From an optimization exercise on the open Yosys and OpenROAD flow, aimed at small area and few clock cycles; shortcuts taken in it are not production practice.
In this exercise RTL edits were held to simulation tests only and were not proved equivalent to the original.
No activity file was given, so power comes from the tool's default toggle rates.

==> flow/design.v <==
package ti_pkg;
    localparam int FLIT_W = 32;
    typedef logic [FLIT_W-1:0] flit_t;       
    localparam int HEADER_SIZE = 13;
    typedef logic [3:0] hdr_idx_t;           
    typedef logic [7:0] task_idx_t;
    typedef logic [7:0] app_id_t;
    localparam flit_t MESSAGE_DELIVERY = 32'h0000_0001;
    localparam flit_t TASK_ALLOCATION  = 32'h0000_0040;
    localparam flit_t APP_ALLOCATION_REQUEST = 32'h0000_0240;
    localparam flit_t APP_MAPPING_COMPLETE   = 32'h0000_0241;
    localparam int SIZE_WORDS = 4;
endpackage
module noc_receiver (
    input  logic            clk_i,
    input  logic            rst_ni,
    input  logic            noc_rx_i,
    input  ti_pkg::flit_t   noc_data_i,
    input  logic            tgt_take_i,    
    input  logic            tgt_last_i,    
    output logic            noc_credit_o,
    output logic            tgt_valid_o,   
    output ti_pkg::app_id_t app_id_o
);
    logic [3:0]      hc_q;       
    ti_pkg::flit_t   rem_q;      
    logic            svc_q;      
    logic            alc_q;      
    ti_pkg::app_id_t app_q;
    logic xfer, at_tgt, pkt_end;
    ti_pkg::flit_t rem_dec;
    always_comb begin
        logic nz;
        nz = 1'b0;
        for (int i = 0; i < ti_pkg::FLIT_W; i++) begin
            rem_dec[i] = rem_q[i] ^ (xfer && !nz);
            nz         = nz | rem_q[i];
        end
    end
    assign at_tgt       = alc_q && hc_q == 4'd15;
    assign noc_credit_o = at_tgt ? tgt_take_i : 1'b1;
    assign tgt_valid_o  = at_tgt && noc_rx_i;
    assign xfer         = noc_rx_i && noc_credit_o;
    assign pkt_end      = hc_q >= 4'd2 && rem_q == 32'd1;
    always_ff @(posedge clk_i or negedge rst_ni) begin
        if (!rst_ni) begin
            hc_q  <= '0;
            alc_q <= 1'b0;
        end else if (xfer) begin
            if (pkt_end)
                hc_q <= '0;
            else if (hc_q != 4'd15)
                hc_q <= hc_q + 4'd1;
            if (pkt_end || (at_tgt && tgt_last_i))
                alc_q <= 1'b0;
            else if (hc_q == 4'd13 && svc_q && noc_data_i == ti_pkg::APP_ALLOCATION_REQUEST)
                alc_q <= 1'b1;
        end
    end
    always_ff @(posedge clk_i) begin
        rem_q <= (xfer && hc_q == 4'd1) ? noc_data_i : rem_dec;
        if (xfer) begin
            if (hc_q == 4'd2)
                svc_q <= noc_data_i == ti_pkg::MESSAGE_DELIVERY;
            if (hc_q == 4'd14 && alc_q)
                app_q <= noc_data_i[7:0];
        end
    end
    assign app_id_o = app_q;
endmodule
module task_injector #(
    parameter ti_pkg::flit_t MAPPER_ADDRESS = 32'h0000_0000,
    parameter int            MAX_PAYLOAD    = 32
) (
    input  logic          clk_i,
    input  logic          rst_ni,
    input  logic          src_rx_i,
    input  ti_pkg::flit_t src_data_i,
    output logic          src_credit_o,
    output logic          noc_tx_o,
    output ti_pkg::flit_t noc_data_o,
    input  logic          noc_credit_i,
    input  logic          noc_rx_i,
    input  ti_pkg::flit_t noc_data_i,
    output logic          noc_credit_o
);
    localparam int          W     = ti_pkg::FLIT_W;
    localparam ti_pkg::flit_t K44 = ti_pkg::flit_t'(4 * (ti_pkg::HEADER_SIZE - 2));
    localparam logic [3:0] CODE = 4'd13;
    localparam logic [3:0] IDLE = 4'd15;
    localparam logic [1:0] PH_NONE = 2'd0;    
    localparam logic [1:0] PH_TEXT = 2'd1;    
    localparam logic [1:0] PH_SUM  = 2'd2;    
    localparam logic [1:0] PH_REST = 2'd3;    
    logic [3:0]      st_q;
    logic [1:0]      ph_q;
    ti_pkg::flit_t   acc_q;
    logic [4:0]      task_q, ntask_q;
    ti_pkg::app_id_t app_id;
    logic            tgt_valid, tgt_take, last_task, src_xfer, tx_xfer, code_end;
    logic            in_h01, ld_text, add_data, wrap;
    ti_pkg::flit_t   aop, dop, sum;
    assign in_h01    = st_q == 4'd0 || st_q == 4'd1;
    assign ld_text   = in_h01 && ph_q == PH_NONE;
    assign add_data  = in_h01 && ph_q == PH_TEXT && src_rx_i;
    assign last_task = task_q + 5'd1 == ntask_q;
    assign tgt_take  = st_q == 4'd0 && noc_credit_i;
    assign src_xfer  = src_rx_i && src_credit_o;
    assign tx_xfer   = noc_tx_o && noc_credit_i;
    assign code_end  = (st_q == 4'd12 && acc_q[W-1:2] == '0)
                       || (st_q == CODE && acc_q[W-1:2] == 30'd1);
    logic add_src, sub_src, sub_43, set_44, in_code, cin;
    assign set_44  = ld_text;
    assign add_src = ld_text || add_data || (st_q == 4'd10 && src_rx_i && noc_credit_i);
    assign sub_src = !in_h01 && ph_q == PH_SUM;
    assign sub_43  = ph_q == PH_REST;
    assign in_code = st_q == CODE;
    assign cin     = in_code && !(src_rx_i && noc_credit_i);
    assign aop = set_44 ? K44 : {acc_q[W-1:2], acc_q[1:0] | {2{in_code}}};
    assign dop = ({W{add_src}} & src_data_i) | ({W{sub_src}} & ~src_data_i)
               | (sub_43 ? -(K44 - 32'd1) : '0) | (in_code ? -32'd4 : '0);
    always_comb begin
        ti_pkg::flit_t g, p;
        g = aop & dop;
        p = aop ^ dop;
        g[0] = g[0] | (p[0] & cin);
        for (int l = 0; l < 5; l++)
            for (int i = 0; i < W; i++)
                if ((i >> l) & 1) begin
                    g[i] = g[i] | (p[i] & g[((i >> l) << l) - 1]);
                    p[i] = p[i] & p[((i >> l) << l) - 1];
                end
        sum = (aop ^ dop) ^ {g[W-2:0], cin};
    end
    assign wrap = !(|acc_q[W-1:6]) && (!acc_q[5] || (!acc_q[4] && !(acc_q[3] && acc_q[2])));
    noc_receiver u_receiver (
        .clk_i, .rst_ni, .noc_rx_i, .noc_data_i,
        .tgt_take_i  (tgt_take),
        .tgt_last_i  (last_task),
        .noc_credit_o,
        .tgt_valid_o (tgt_valid),
        .app_id_o    (app_id)
    );
    logic s_noc, s_len, s_acc, s_src;
    assign s_noc = st_q == 4'd0;
    assign s_len = st_q == 4'd1;
    assign s_acc = st_q == 4'd10;
    assign s_src = st_q == 4'd9 || st_q >= 4'd11;
    assign noc_data_o = ({W{s_noc}} & noc_data_i)
                      | ({W{s_len}} & {1'b0, wrap, acc_q[W-1:2]})
                      | ({W{s_acc}} & acc_q)
                      | ({W{s_src}} & src_data_i)
                      | ((st_q == 4'd2) ? ti_pkg::TASK_ALLOCATION : '0)
                      | ((st_q == 4'd3) ? {16'h0000, app_id, 3'b000, task_q} : '0)
                      | ((st_q == 4'd4) ? MAPPER_ADDRESS : '0);
    always_comb begin
        noc_tx_o     = 1'b0;
        src_credit_o = 1'b0;
        case (st_q)
            4'd0: begin
                noc_tx_o     = tgt_valid;
                src_credit_o = ph_q == PH_NONE;
            end
            4'd1: begin
                noc_tx_o     = ph_q == PH_SUM;
                src_credit_o = ph_q == PH_NONE;
            end
            4'd2, 4'd3, 4'd4, 4'd5, 4'd6, 4'd7, 4'd8: noc_tx_o = 1'b1;
            4'd9: noc_tx_o = src_rx_i;
            4'd10, 4'd11, 4'd12, CODE: begin
                noc_tx_o     = src_rx_i;
                src_credit_o = noc_credit_i;
            end
            default: src_credit_o = 1'b1;     
        endcase
    end
    always_ff @(posedge clk_i or negedge rst_ni) begin
        if (!rst_ni) begin
            st_q <= IDLE;
        end else if (st_q == IDLE) begin
            if (src_rx_i)
                st_q <= 4'd0;
        end else if (tx_xfer) begin
            if (code_end)
                st_q <= last_task ? IDLE : 4'd0;
            else if (st_q != CODE)
                st_q <= st_q + 4'd1;
        end
    end
    always_ff @(posedge clk_i) begin
        if (st_q == IDLE) begin
            ntask_q <= src_data_i[4:0];
            task_q  <= '0;
            ph_q    <= PH_NONE;
        end else if (tx_xfer && code_end) begin
            task_q  <= task_q + 5'd1;
            ph_q    <= PH_NONE;
        end else if (src_xfer && ld_text) begin
            ph_q    <= PH_TEXT;
        end else if (add_data) begin
            ph_q    <= PH_SUM;
        end else if (sub_src) begin
            ph_q    <= PH_REST;
        end else if (sub_43) begin
            ph_q    <= PH_NONE;
        end
        acc_q <= sum;
    end
endmodule
==> flow/flow/run.sh <==
#!/bin/bash
# The standard layout (standard.sh) with two changes:
#  - synthesis maps the logic with the area-oriented ABC script in flow/abc_map.script
#    (the flip-flops are mapped before ABC runs, as in the standard synthesis);
#  - the port buffers that global placement puts on every input and output are buf_1.
set -euo pipefail
work=$PWD
mkdir -p scripts
for f in "$FLOW_HOME"/scripts/*; do
    ln -s "$f" scripts/
done
rm scripts/abc_speed.script
cp flow/abc_map.script scripts/abc_speed.script
echo "export BUFFER_PORTS_ARGS = -buffer_cell sky130_fd_sc_hd__buf_1" >> config.mk
echo "export CTS_ARGS = -sink_clustering_enable -repair_clock_nets -buf_list sky130_fd_sc_hd__clkbuf_8 -dont_use_dummy_load" >> config.mk
bash standard.sh SCRIPTS_DIR="$work/scripts" synth > synth.log 2>&1
bash standard.sh > standard.log 2>&1
==> flow/flow/abc_map.script <==
strash
dc2
&get -n
&dch -f
&nf
&put
==> flow/standard.sh <==
#!/bin/bash
# synth_recipe.tcl (not shown) runs the flow's synth.tcl, then flattens the netlist and writes it again
# the make line also repeats each setting of config.mk as NAME=value (left out here)
make -C /OpenROAD-flow-scripts/flow DESIGN_CONFIG=/design/flow/config.mk WORK_HOME=/design/flow/orfs CLKGATE_MAP_FILE= SYNTH_SCRIPT=/design/flow/synth_recipe.tcl "${@:-finish}"
==> flow/config.mk <==
export PLATFORM = sky130hd
export DESIGN_NAME = task_injector
export DESIGN_NICKNAME = task_injector
export VERILOG_FILES = /design/flow/design.v
export SDC_FILE = /design/flow/constraint.sdc
export NUM_CORES = 4
export LEC_CHECK = 0
export CAP_MARGIN = 20
export CORE_MARGIN = 2
export CORE_UTILIZATION = 40
export CTS_BUF_LIST = sky130_fd_sc_hd__clkbuf_8
export SLEW_MARGIN = 20
export BUFFER_PORTS_ARGS = -buffer_cell sky130_fd_sc_hd__buf_1
export CTS_ARGS = -sink_clustering_enable -repair_clock_nets -buf_list sky130_fd_sc_hd__clkbuf_8 -dont_use_dummy_load
==> flow/constraint.sdc <==
create_clock -name core_clock -period 6.5 [get_ports {clk_i}]
set_input_delay 1.3000 -clock core_clock [delete_from_list [all_inputs] [get_ports {clk_i}]]
set_output_delay 1.3000 -clock core_clock [all_outputs]
set_load 0.01 [all_outputs]
==> flow_summary.toml, run 1 <==
[timing]
final-hold-violation-count = 0
relSlewSlack_pct = 38.0
setup_violations = 0
timing.hold.ws_ns = 0.482
fin_tns_setup_ns = 0
fin_crit_ns = 6.18
worst_slack_ns = 0.318
clock.fmax_ghz = 0.162
skew_ns = 0.0257
worst_pin_slew_ns = 0.922
finalMaxSlewViolations = 0
fin_crit_sh_pct = 95.1

[clock_network]
clk_latency_ns = 0.38
cts.sinks = 94
htreeDepth = 3
cts_buffers = 9
clock_path_buffers = 2
cts_tree = "built"
cts_hold_buf = 0
path_clk_slew_ns = 0.10
cts-root-buf = "clkbuf_8"

[detailed_routing]
wl_microns = 19400
first_iter_violations = 713
routed_via_density = 5.98
dr_total_vias = 6129
dr.pass1.iters = 6
post_drt_wl_per_cell_microns = 18.9
final_antenna_net_count = 0
drc = 0

[outcome]
status = "timing/DRC/antenna clean"

[pwr]
pwr_density_cell_mw_per_mm2 = 589
seq_power_share_pct = 28.2
power.internal_mw = 2.12
switchingPower_mw = 1.96
switching_share_pct = 48.0
p_leak_nw = 2.65
pwr-share-clk_pct = 7.9
power_frac_comb_pct = 63.9
ir_worst_vdd_mv = 0.235

[final_layout]
drive_above_1_share_pct = 6.18
nFillCells = 1457
antenna_cells = 0
post-route-cell-area_sq_mm = 0.00693
final_nets = 956
syn2layout_area_growth_pct = 16.9

[placement]
place_ws_ns = -0.215
port_buffers = 103
place_area_sq_mm = 0.00676
hpwl_microns = 14300
gp_congestion = 0.938

[setup_path]
cp_top_family = "compound AO/OA/AOI/OAI gates"
timing.rr.end = "acc_q[31]"
cpMaxStageDelayCell = "dfstp_2"
crit_fanout = 10
reg2reg_slack_ns = 0.32
crit_path_frequent_cell = "a21oi_2"
worstPathArrival_ns = 6.48
cp-end-kind = "flip-flop"
r2r-start = "st_q[0]"
slowest_delay_ns = 0.59
path_buf_inv = 2
worstSetupPathType = "reg2reg"
crit_required_ns = 6.80
start_kind = "flip-flop"
ff2ff_path_depth = 32

[synthesis]
ys.flop_type = "dfxtp_1"
synth_top_cell_by_area = "dfxtp_1"
netlist_top_cells_count = "nand2_1 (80), nor2_1 (73), dfxtp_1 (71)"
synth_most_common_cell = "nand2_1"
syn_area_per_cell_sq_um = 8.37
netlist_area_sq_mm = 0.00593
synth_cells = 708
synth_edf_count = 14
ys_ff_latch = 94
synth_top_area_share_pct = 24.0
syn_nets = 821
ys_types = 44
ys_seq_area_share_pct = 35.0
ys_warn_count = 2
netlist_top_cells_area = "dfxtp_1 (24%), ha_1 (8.0%), edfxtp_1 (7.1%)"
async_flop_share_pct = 9.57

[min_path]
min_from = "u_receiver.rem_q[30]"
min_path_cells = 2
hold_class = "reg2reg"
whs_endpoint = "u_receiver.rem_q[30]"

[floorplan]
die_w_microns = 126
coreArea_sq_mm = 0.0145
row_count = 44
initial_core_util_pct = 40.9
boundaryPins = 104
die_y_microns = 126
dieArea_sq_mm = 0.0158

[grt]
grt_usage_pct = 23.9
grt_max_degree = 42
gr-total-overflow = 0
grt_pass1_wl_microns = 30000
antenna_found_initial = 0
grt_pass1_vias = 5695

[run]
maxCapViolations = 0
## registers in the layout, summed over array words and instances (netlist names)
signal            flops
ph_q                  2
acc_q                32
u_receiver.hc_q       4
st_q                  4
u_receiver.rem_q     32
u_receiver.app_q      8
u_receiver.alc_q      1
u_receiver.svc_q      1
ntask_q               5
task_q                5
## worst max-delay path by stage
| stage | cells past startpoint | slack, ns | end | from |
|---|---|---|---|---|
| floorplan | 33 | 0.005 | acc_q[31] | st_q[0] |
| global route | 33 | -0.01 | acc_q[31] | st_q[0] |
| detailed placement | 30 | -0.21 | acc_q[31] | src_rx_i |
| finish | 32 | 0.32 | acc_q[31] | st_q[0] |
| global placement | 30 | -0.08 | acc_q[31] | src_rx_i |
| CTS | 32 | 0.03 | acc_q[31] | st_q[0] |
## layer usage
layer  part of all wire, %  vias up  global-route usage, %
li1                      -     2923                      -
met1                    44     2907                   32.6
met2                    46      263                   38.1
met3                   7.6       36                   4.21
met4                   2.2        0                   8.63
met5                     0        -                      0
## area by class of cell
type                       count  area [sq um]  area share [%]
multi-input combinational    588          3840            55.5
sequential                    94          2070            29.9
timing repair buffer         124           561            8.09
inverter                      26          97.6            1.41
tap                          184           230            3.32
clock buffer                   9           124            1.79
## cell usage in the layout, fill, tap and decap left out, types with 8 or more instances in the layout
cell      instances
xnor2_1          20
dfxtp_1          71
a31oi_1          21
a21oi_1          59
ha_1             38
or3_1            10
nand3_1          15
or4_1             9
buf_4            19
nor4_1           16
nand2_1          80
clkbuf_8          9
nor3_1           14
buf_1           103
a21oi_2           8
xor2_1           28
and2_0           26
a22oi_1          13
nor2_1           72
o21ai_0          56
a222oi_1         31
clkinv_1         26
edfxtp_1         14
## cell families (layout without fill, tap and decap cells)
family,after synthesis,count (layout),synth area share (%)
flops,94,94,35.0
xor+xnor,48,48,7.09
fa+ha+maj,44,44,10.0
simple gates,265,265,21.1
buf+inv,26,159,1.65
compound gates,231,231,25.1
## stage by stage
| stage | utilization (%) | total power, mW | instances |
|---|---|---|---|
| 4_1_cts | 47.6 | 4.02 | 1024 |
| 3_3_place_gp | 46.5 | 3.59 | 1013 |
| 2_1_floorplan | - | 2.92 | 708 |
| 5_1_grt | 47.9 | 4.43 | 1025 |
| 6_report | 47.9 | 4.08 | 1025 |
| 3_5_place_dp | 46.7 | 3.69 | 1014 |
## what timing repair did
action                                  4_1_cts  5_1_grt
gates resized for setup                       1        7
endpoints found under the hold margin         0        0
setup buffers                                 1        1
pin swaps                                     1        2
endpoints found under the setup margin        1        6
## worst register-to-register path: cells and delay by family (launching register included)
family	cells	cell delay, ns
flops	1	0.59
simple gates	4	0.61
xor+xnor	1	0.12
compound gates	22	3.73
fa+ha+maj	3	0.87
buf+inv	2	0.20
## power by group through the flow
| stage | Clock (mW) | Sequential [mW] | Combinational, mW |
|---|---|---|---|
| floorplan | 0 | 1.08 | 1.84 |
| global placement | 0 | 1.15 | 2.45 |
| detailed placement | 0 | 1.16 | 2.53 |
| CTS | 0.326 | 1.15 | 2.55 |
| global route | 0.350 | 1.19 | 2.89 |
| finish | 0.321 | 1.15 | 2.61 |
Testbench counts, summed over its fixed seeds: cycles 39,247.
==> inputs of run 2 (changes only) <==
==> flow/flow/run.sh (replaced) <==
#!/bin/bash
# The standard layout (standard.sh), except that the port buffers that global
# placement inserts on every input and output are buf_1 cells.
set -euo pipefail
echo "export BUFFER_PORTS_ARGS = -buffer_cell sky130_fd_sc_hd__buf_1" >> config.mk
bash standard.sh > standard.log 2>&1
--- a/flow/config.mk
+++ b/flow/config.mk
@@ -11,4 +11,3 @@
 export CTS_BUF_LIST = sky130_fd_sc_hd__clkbuf_8
 export SLEW_MARGIN = 20
 export BUFFER_PORTS_ARGS = -buffer_cell sky130_fd_sc_hd__buf_1
-export CTS_ARGS = -sink_clustering_enable -repair_clock_nets -buf_list sky130_fd_sc_hd__clkbuf_8 -dont_use_dummy_load
removed: flow/flow/abc_map.script
==> run 2 against run 1 <==
Routed wire length is 0.23% higher. Highest routed layer unchanged. Sequential power is 4% higher. Via count is 1.5% higher. Sequential share of layout area is 1.6 points lower. Register-to-register slack better by 1.0 ns. Clock power is 31% higher. First-iteration DRC count is 19% lower. Still clean on timing, DRC and antenna. Design area is 5.7% higher.
==> flow_summary.toml, run 2 <==
[outcome]
status = "timing/DRC/antenna clean"

[synthesis]
ys_seq_area_share_pct = 31.7
netlist_top_cells_area = "dfxtp_1 (22%), ha_1 (7.3%), edfxtp_1 (6.4%)"
synth_top_area_share_pct = 21.8
synth_most_common_cell = "nand2_1"
netlist_area_sq_mm = 0.00653
syn_area_per_cell_sq_um = 8.04
syn_nets = 925
synth_cells = 812
async_flop_share_pct = 9.57
ys_ff_latch = 94
synth_top_cell_by_area = "dfxtp_1"
synth_edf_count = 14
ys_types = 66
netlist_top_cells_count = "nand2_1 (109), nor2_1 (94), dfxtp_1 (71)"
ys.flop_type = "dfxtp_1"
ys_warn_count = 2

[detailed_routing]
post_drt_wl_per_cell_microns = 17.5
drc = 0
final_antenna_net_count = 0
wl_microns = 19500
first_iter_violations = 576
routed_via_density = 5.58
dr.pass1.iters = 7
dr_total_vias = 6220

[floorplan]
coreArea_sq_mm = 0.0159
initial_core_util_pct = 41.0
dieArea_sq_mm = 0.0174
boundaryPins = 104
die_y_microns = 132
row_count = 46
die_w_microns = 132

[clock_network]
cts_hold_buf = 0
clk_latency_ns = 0.40
clock_path_buffers = 2
cts_buffers = 9
cts.sinks = 94
path_clk_slew_ns = 0.11
post_cts_buffers = 0
cts_tree = "built"
ctsResizeCount = 0
cts-root-buf = "clkbuf_8"
htreeDepth = 3

[grt]
grt_usage_pct = 22.4
gr-total-overflow = 0
grt_pass1_vias = 5718
grt_pass1_wl_microns = 30900
grt_max_degree = 65
antenna_found_initial = 0

[min_path]
hold_class = "reg2reg"

[timing]
skew_ns = 0.0173
finalMaxSlewViolations = 0
timing.hold.ws_ns = 0.505
fin_crit_ns = 5.14
clock.fmax_ghz = 0.194
worst_pin_slew_ns = 1.04
fin_tns_setup_ns = 0
final-hold-violation-count = 0
relSlewSlack_pct = 30.7
fin_crit_sh_pct = 79.1
setup_violations = 0
rsz0062_at_grt = "false"

[final_layout]
post-route-cell-area_sq_mm = 0.00732
final_nets = 1007
top_regs = "acc_q (32), u_receiver.rem_q (32), u_receiver.app_q (8)"
final_common_cell = "nand2_1"
layout_common_cells = "nand2_1 (109), buf_1 (103), nor2_1 (94)"
final_cell_count_no_fill = 1115
syn2layout_area_growth_pct = 12.1
antenna_cells = 0
finalCoreUtilization_pct = 45.9
drive_above_1_share_pct = 5.45

[placement]
place_area_sq_mm = 0.00712
port_buffers = 103
hpwl_microns = 14600
gp_congestion = 0.902
placed_cells = 1099

[setup_path]
crit_fanout = 34
cp-end-kind = "flip-flop"
worstPathArrival_ns = 5.43
start_kind = "flip-flop"
crit_required_ns = 6.79
worstSetupPathType = "reg2reg"

[pwr]
ir_worst_vdd_mv = 0.263
pwr_density_cell_mw_per_mm2 = 585
p_leak_nw = 2.92

[run]
maxCapViolations = 0
-- run 2: cell count changes in the layout (fill, tap and decap cells not counted), sizes merged, moves of 12 or more --
cell,before,now
nor2,73,95
o211ai,2,30
a222oi,31,18
buf,124,112
xnor2,20,41
clkinv,26,2
a21oi,67,51
a22oi,13,28
inv,0,28
o21ai,58,14
nand2,80,110
-- run 2: cell type report --
type | count | area, sq um
Inverter | 25 | 93.8
Tap cell | 216 | 270
Clock buffer | 9 | 124
Multi-Input combinational cell | 652 | 4230
Timing Repair Buffer | 112 | 454
Fill cell | 1660 | 8620
Clock inverter | 7 | 80.1
Sequential cell | 94 | 2070
-- run 2: per-stage QoR --
step                power [mW]  worst slack (ns)
global route              4.68             0.899
floorplan                 3.16              1.75
finish                    4.28              1.36
global placement          3.83              1.41
detailed placement        3.84              1.34
CTS                       4.28              1.32
-- run 2: per-layer routing --
layer  vias to the layer above  wire length [microns]  global-route usage [%]
met4                         0                    598                    9.48
li1                       3085                      -                       -
met2                       201                   8310                    32.3
met1                      2889                   9490                    32.7
met3                        45                   1060                    3.92
met5                         -                      0                       0
-- run 2: final timing paths --
check                                    startpoint                  end  slack (ns)  depth (start not counted)
max in group asynchronous                    rst_ni              st_q[1]        5.30                          1
worst max register to register              st_q[0]            acc_q[31]        1.36                         20
worst min-delay path            u_receiver.rem_q[4]  u_receiver.rem_q[4]        0.50                          2
worst max-delay path                        st_q[0]            acc_q[31]        1.36                         20
min in group asynchronous                    rst_ni   u_receiver.hc_q[3]        0.84                          1
worst min register to register  u_receiver.rem_q[4]  u_receiver.rem_q[4]        0.50                          2
-- run 2: kinds of logic (layout without fill, tap and decap cells) --
| logic type | Yosys count | after routing | share of synthesized area [%] |
|---|---|---|---|
| simple gates | 352 | 352 | 26.0 |
| compound gates | 191 | 191 | 20.4 |
| flops | 94 | 94 | 31.7 |
| buf+inv | 66 | 153 | 3.81 |
| xor+xnor | 64 | 64 | 8.81 |
| fa+ha+maj | 44 | 44 | 9.12 |
| mux | 1 | 1 | 0.153 |
-- run 2: critical path: stages (launching register included) --
cell and delay [ns]:
dfstp_2 0.59, ha_1 0.24, inv_1 0.10, nor3_2 0.10, buf_4 0.34, nor2_1 0.13, or3_1 0.32, buf_4 0.24
o21ai_0 0.13, fa_1 0.20, inv_1 0.05, fa_1 0.47, a21oi_1 0.19, nor2_1 0.08, o41a_1 0.41, o211ai_2 0.19
a31oi_1 0.18, o211ai_2 0.25, a21oi_1 0.10, o41ai_1 0.26, xor3_1 0.45
-- run 2: power breakdown --
part / leakage, nW / switching [mW] / internal, mW / total (mW)
clock network: 0.102 / 0.239 / 0.183 / 0.422
logic: 1.99 / 1.51 / 1.16 / 2.66
registers: 0.826 / 0.309 / 0.889 / 1.20
==> inputs of run 3 (changes only) <==
==> flow/flow/run.sh (replaced) <==
#!/bin/bash
# The standard layout (standard.sh) with these changes:
#  - synthesis maps the logic with the ABC script in flow/abc_map.script (delay-oriented
#    mapping with area recovery, without the standard script's buffering and sizing).
#    The flip-flops are mapped before ABC runs, as in the standard synthesis, so the
#    registers, their names and their cells are the standard synthesis's;
#  - the port buffers that global placement puts on every input and output are buf_1;
#  - clock tree synthesis uses clkbuf_8 and inserts no dummy loads.
# Each step's full log is in orfs/logs/; synth.log and standard.log hold make's output.
set -euo pipefail
work=$PWD
mkdir -p scripts
for f in "$FLOW_HOME"/scripts/*; do
    ln -s "$f" scripts/
done
rm scripts/abc_speed.script
cp flow/abc_map.script scripts/abc_speed.script
echo "export BUFFER_PORTS_ARGS = -buffer_cell sky130_fd_sc_hd__buf_1" >> config.mk
echo "export CTS_ARGS = -sink_clustering_enable -repair_clock_nets -buf_list sky130_fd_sc_hd__clkbuf_8 -dont_use_dummy_load" >> config.mk
bash standard.sh SCRIPTS_DIR="$work/scripts" synth > synth.log 2>&1
bash standard.sh > standard.log 2>&1
==> flow/flow/abc_map.script (new file) <==
strash
dc2
&get -n
&dch -f
&nf
&put
--- a/flow/config.mk
+++ b/flow/config.mk
@@ -11,3 +11,4 @@
 export CTS_BUF_LIST = sky130_fd_sc_hd__clkbuf_8
 export SLEW_MARGIN = 20
 export BUFFER_PORTS_ARGS = -buffer_cell sky130_fd_sc_hd__buf_1
+export CTS_ARGS = -sink_clustering_enable -repair_clock_nets -buf_list sky130_fd_sc_hd__clkbuf_8 -dont_use_dummy_load
==> run 3 against run 2 <==
Critical path depth up 12. Setup slack worse by 1.0 ns. Synthesized cell count down 13%. Clock-buffer cell count unchanged. Clock power down 24%. Critical path type unchanged. Highest routed layer unchanged. Clock skew up 0.0084 ns. Synthesized area down 9.3%. Sequential share of layout area up 1.6 points.
==> flow_summary.toml, run 3 <==
[outcome]
status = "timing/DRC/antenna clean"

[floorplan]
coreArea_sq_mm = 0.0145
row_count = 44
die_y_microns = 126
initial_core_util_pct = 40.9
boundaryPins = 104
die_w_microns = 126
dieArea_sq_mm = 0.0158

[setup_path]
crit_required_ns = 6.80
endpoint = "acc_q[31]"
worstPathArrival_ns = 6.48
ff2ff_path_depth = 32
r2r-start = "st_q[0]"
path_buf_inv = 2
crit_start = "st_q[0]"
crit_fanout = 10
timing.rr.end = "acc_q[31]"
cp_top_family = "compound AO/OA/AOI/OAI gates"
cpMaxStageDelayCell = "dfstp_2"
path_depth = 32
reg2reg_slack_ns = 0.32
worstSetupPathType = "reg2reg"
crit_path_frequent_cell = "a21oi_2"
slowest_delay_ns = 0.59
start_kind = "flip-flop"
cp-end-kind = "flip-flop"

[pwr]
pwr-share-clk_pct = 7.9
p_leak_nw = 2.65
ir_worst_vdd_mv = 0.235
power.internal_mw = 2.12
pwr_density_cell_mw_per_mm2 = 589
power_frac_comb_pct = 63.9
switching_share_pct = 48.0
seq_power_share_pct = 28.2
switchingPower_mw = 1.96

[synthesis]
netlist_top_cells_count = "nand2_1 (80), nor2_1 (73), dfxtp_1 (71)"
ys_ff_latch = 94
ys_seq_area_share_pct = 35.0
synth_cells = 708
synth_compound_area_share_pct = 25.1
synth_edf_count = 14
synthAdderAreaFrac_pct = 10.0
ys.flop_type = "dfxtp_1"
synth_top_area_share_pct = 24.0
syn_area_per_cell_sq_um = 8.37
netlist_top_cells_area = "dfxtp_1 (24%), ha_1 (8.0%), edfxtp_1 (7.1%)"
synth_top_family_by_area = "compound AO/OA/AOI/OAI gates"
netlist_area_sq_mm = 0.00593
ys_types = 44
ys_warn_count = 2
synth-simple-area-share_pct = 21.1
synth_most_common_cell = "nand2_1"
syn_nets = 821
synth_top_cell_by_area = "dfxtp_1"
synthMuxAreaShare_pct = 0
async_flop_share_pct = 9.57
synth_xor_xnor_area_share_pct = 7.09

[detailed_routing]
first_iter_violations = 713
drc = 0
routed_via_density = 5.98
wl_microns = 19400
dr.pass1.iters = 6
final_antenna_net_count = 0
dr_total_vias = 6129
post_drt_wl_per_cell_microns = 18.9

[run]
maxCapViolations = 0

[grt]
grt_usage_pct = 23.9
grt_pass1_wl_microns = 30000
gr-total-overflow = 0
grt_pass1_vias = 5695
grt_max_degree = 42
antenna_found_initial = 0

[final_layout]
antenna_cells = 0
finalCoreUtilization_pct = 47.9
final_common_cell = "buf_1"
drive_above_1_share_pct = 6.18
layout_common_cells = "buf_1 (103), nand2_1 (80), nor2_1 (72)"
final_nets = 956
top_regs = "acc_q (32), u_receiver.rem_q (32), u_receiver.app_q (8)"
syn2layout_area_growth_pct = 16.9

[timing]
fin_tns_setup_ns = 0
fin_crit_ns = 6.18
clock.fmax_ghz = 0.162
final-hold-violation-count = 0
worst_pin_slew_ns = 0.922
setup_violations = 0
skew_ns = 0.0257
finalMaxSlewViolations = 0
fin_crit_sh_pct = 95.1
relSlewSlack_pct = 38.0
worst_slack_ns = 0.318

[clock_network]
path_clk_slew_ns = 0.10
htreeDepth = 3
clk_latency_ns = 0.38
cts-root-buf = "clkbuf_8"
cts_buffers = 9
cts_tree = "built"
clock_path_buffers = 2
cts.sinks = 94

[placement]
port_buffers = 103
gp_congestion = 0.938
place_ws_ns = -0.215
hpwl_microns = 14300

[min_path]
hold_class = "reg2reg"
-- run 3: layout make-up --
class | instances | area (sq um)
Sequential cell | 94 | 2070
Multi-Input combinational cell | 588 | 3840
Tap cell | 184 | 230
Timing Repair Buffer | 124 | 561
Fill cell | 1457 | 7550
Clock buffer | 9 | 124
Inverter | 26 | 97.6
-- run 3: timing repair --
item,CTS,global route
hold buffers,0,0
gates resized for setup,1,7
pin swaps,1,2
hold endpoints to repair,0,0
buffers inserted,1,1
endpoints found under the setup margin,1,6
-- run 3: worst min-delay path by stage --
stage                                      end            startpoint  cells after the start
after floorplan           u_receiver.rem_q[30]  u_receiver.rem_q[30]                      2
after global placement    u_receiver.rem_q[30]  u_receiver.rem_q[30]                      2
after detailed placement  u_receiver.rem_q[30]  u_receiver.rem_q[30]                      2
after CTS                 u_receiver.rem_q[30]  u_receiver.rem_q[30]                      2
after global routing      u_receiver.rem_q[30]  u_receiver.rem_q[30]                      2
final                     u_receiver.rem_q[30]  u_receiver.rem_q[30]                      2
-- run 3: kinds of logic (layout without fill, tap and decap cells) --
| kind of cell | after synthesis | in the layout |
|---|---|---|
| AO/OA/AOI/OAI | 231 | 231 |
| XOR/XNOR | 48 | 48 |
| adder cells (fa/ha/maj) | 44 | 44 |
| buffers and inverters | 26 | 159 |
| flip-flops | 94 | 94 |
| AND/OR/NAND/NOR | 265 | 265 |
-- run 3: worst reg2reg max path, delay by kind of cell (launching register included) --
kind	cells	cell delay (ns)
AO/OA/AOI/OAI	22	3.73
XOR/XNOR	1	0.12
adder cells (fa/ha/maj)	3	0.87
buffers and inverters	2	0.20
flip-flops	1	0.59
AND/OR/NAND/NOR	4	0.61
-- run 3: layer usage --
layer  wire length [microns]  track usage (%)  share of wire (%)  vias to the layer above
met3                    1480             4.21                7.6                       36
met2                    8890             38.1                 46                      263
met1                    8620             32.6                 44                     2907
met4                     431             8.63                2.2                        0
li1                        -                -                  -                     2923
met5                       0                0                  0                        -
-- run 3: power groups by stage --
| stage | registers, mW | logic (mW) | clock network (mW) |
|---|---|---|---|
| final | 1.15 | 2.61 | 0.321 |
| after floorplan | 1.08 | 1.84 | 0 |
| after CTS | 1.15 | 2.55 | 0.326 |
| after detailed placement | 1.16 | 2.53 | 0 |
| after global placement | 1.15 | 2.45 | 0 |
| after global routing | 1.19 | 2.89 | 0.350 |
-- run 3: per-stage QoR --
| step | instance area (sq um) | hold WS (ns) | power (mW) | cells |
|---|---|---|---|---|
| 3_5_place_dp | 6760 | 0.470 | 3.69 | 1014 |
| 6_report | 6930 | 0.482 | 4.08 | 1025 |
| 3_3_place_gp | 6740 | 0.466 | 3.59 | 1013 |
| 5_1_grt | 6930 | 0.503 | 4.43 | 1025 |
| 4_1_cts | 6890 | 0.487 | 4.02 | 1024 |
| 2_1_floorplan | 5980 | 0.449 | 2.92 | 708 |

## port drivers added, routing unchanged
How much do the figures lean on ideal ports? The routed layouts below were timed once more, with nothing changed but the port constraints. Step 1 (the two cells are an assumption about what drives the block):
set clk [get_ports {clk_i}]
set_driving_cell -lib_cell sky130_fd_sc_hd__clkbuf_16 $clk
set_driving_cell -lib_cell sky130_fd_sc_hd__buf_2 [delete_from_list [all_inputs] $clk]
Step 2, shift: input delay + t, output delay - t, t = (earliest + latest rising clock arrival at the registers) / 2. This alone moves slack from input paths to output paths. Three values: ideal, step 1, step 2; two values: the first two.
run | t, ns | setup WS [ns] | latest minus earliest clock arrival (ns)
run 1 | 0.411 | 0.318 / 0.318 / 0.126 | 0.026 / 0.025
run 2 | 0.427 | 1.358 / 1.358 / 1.358 | 0.018 / 0.018
run 3 | 0.411 | 0.318 / 0.318 / 0.126 | 0.026 / 0.025
After both steps setup and hold are still met in every run listed.
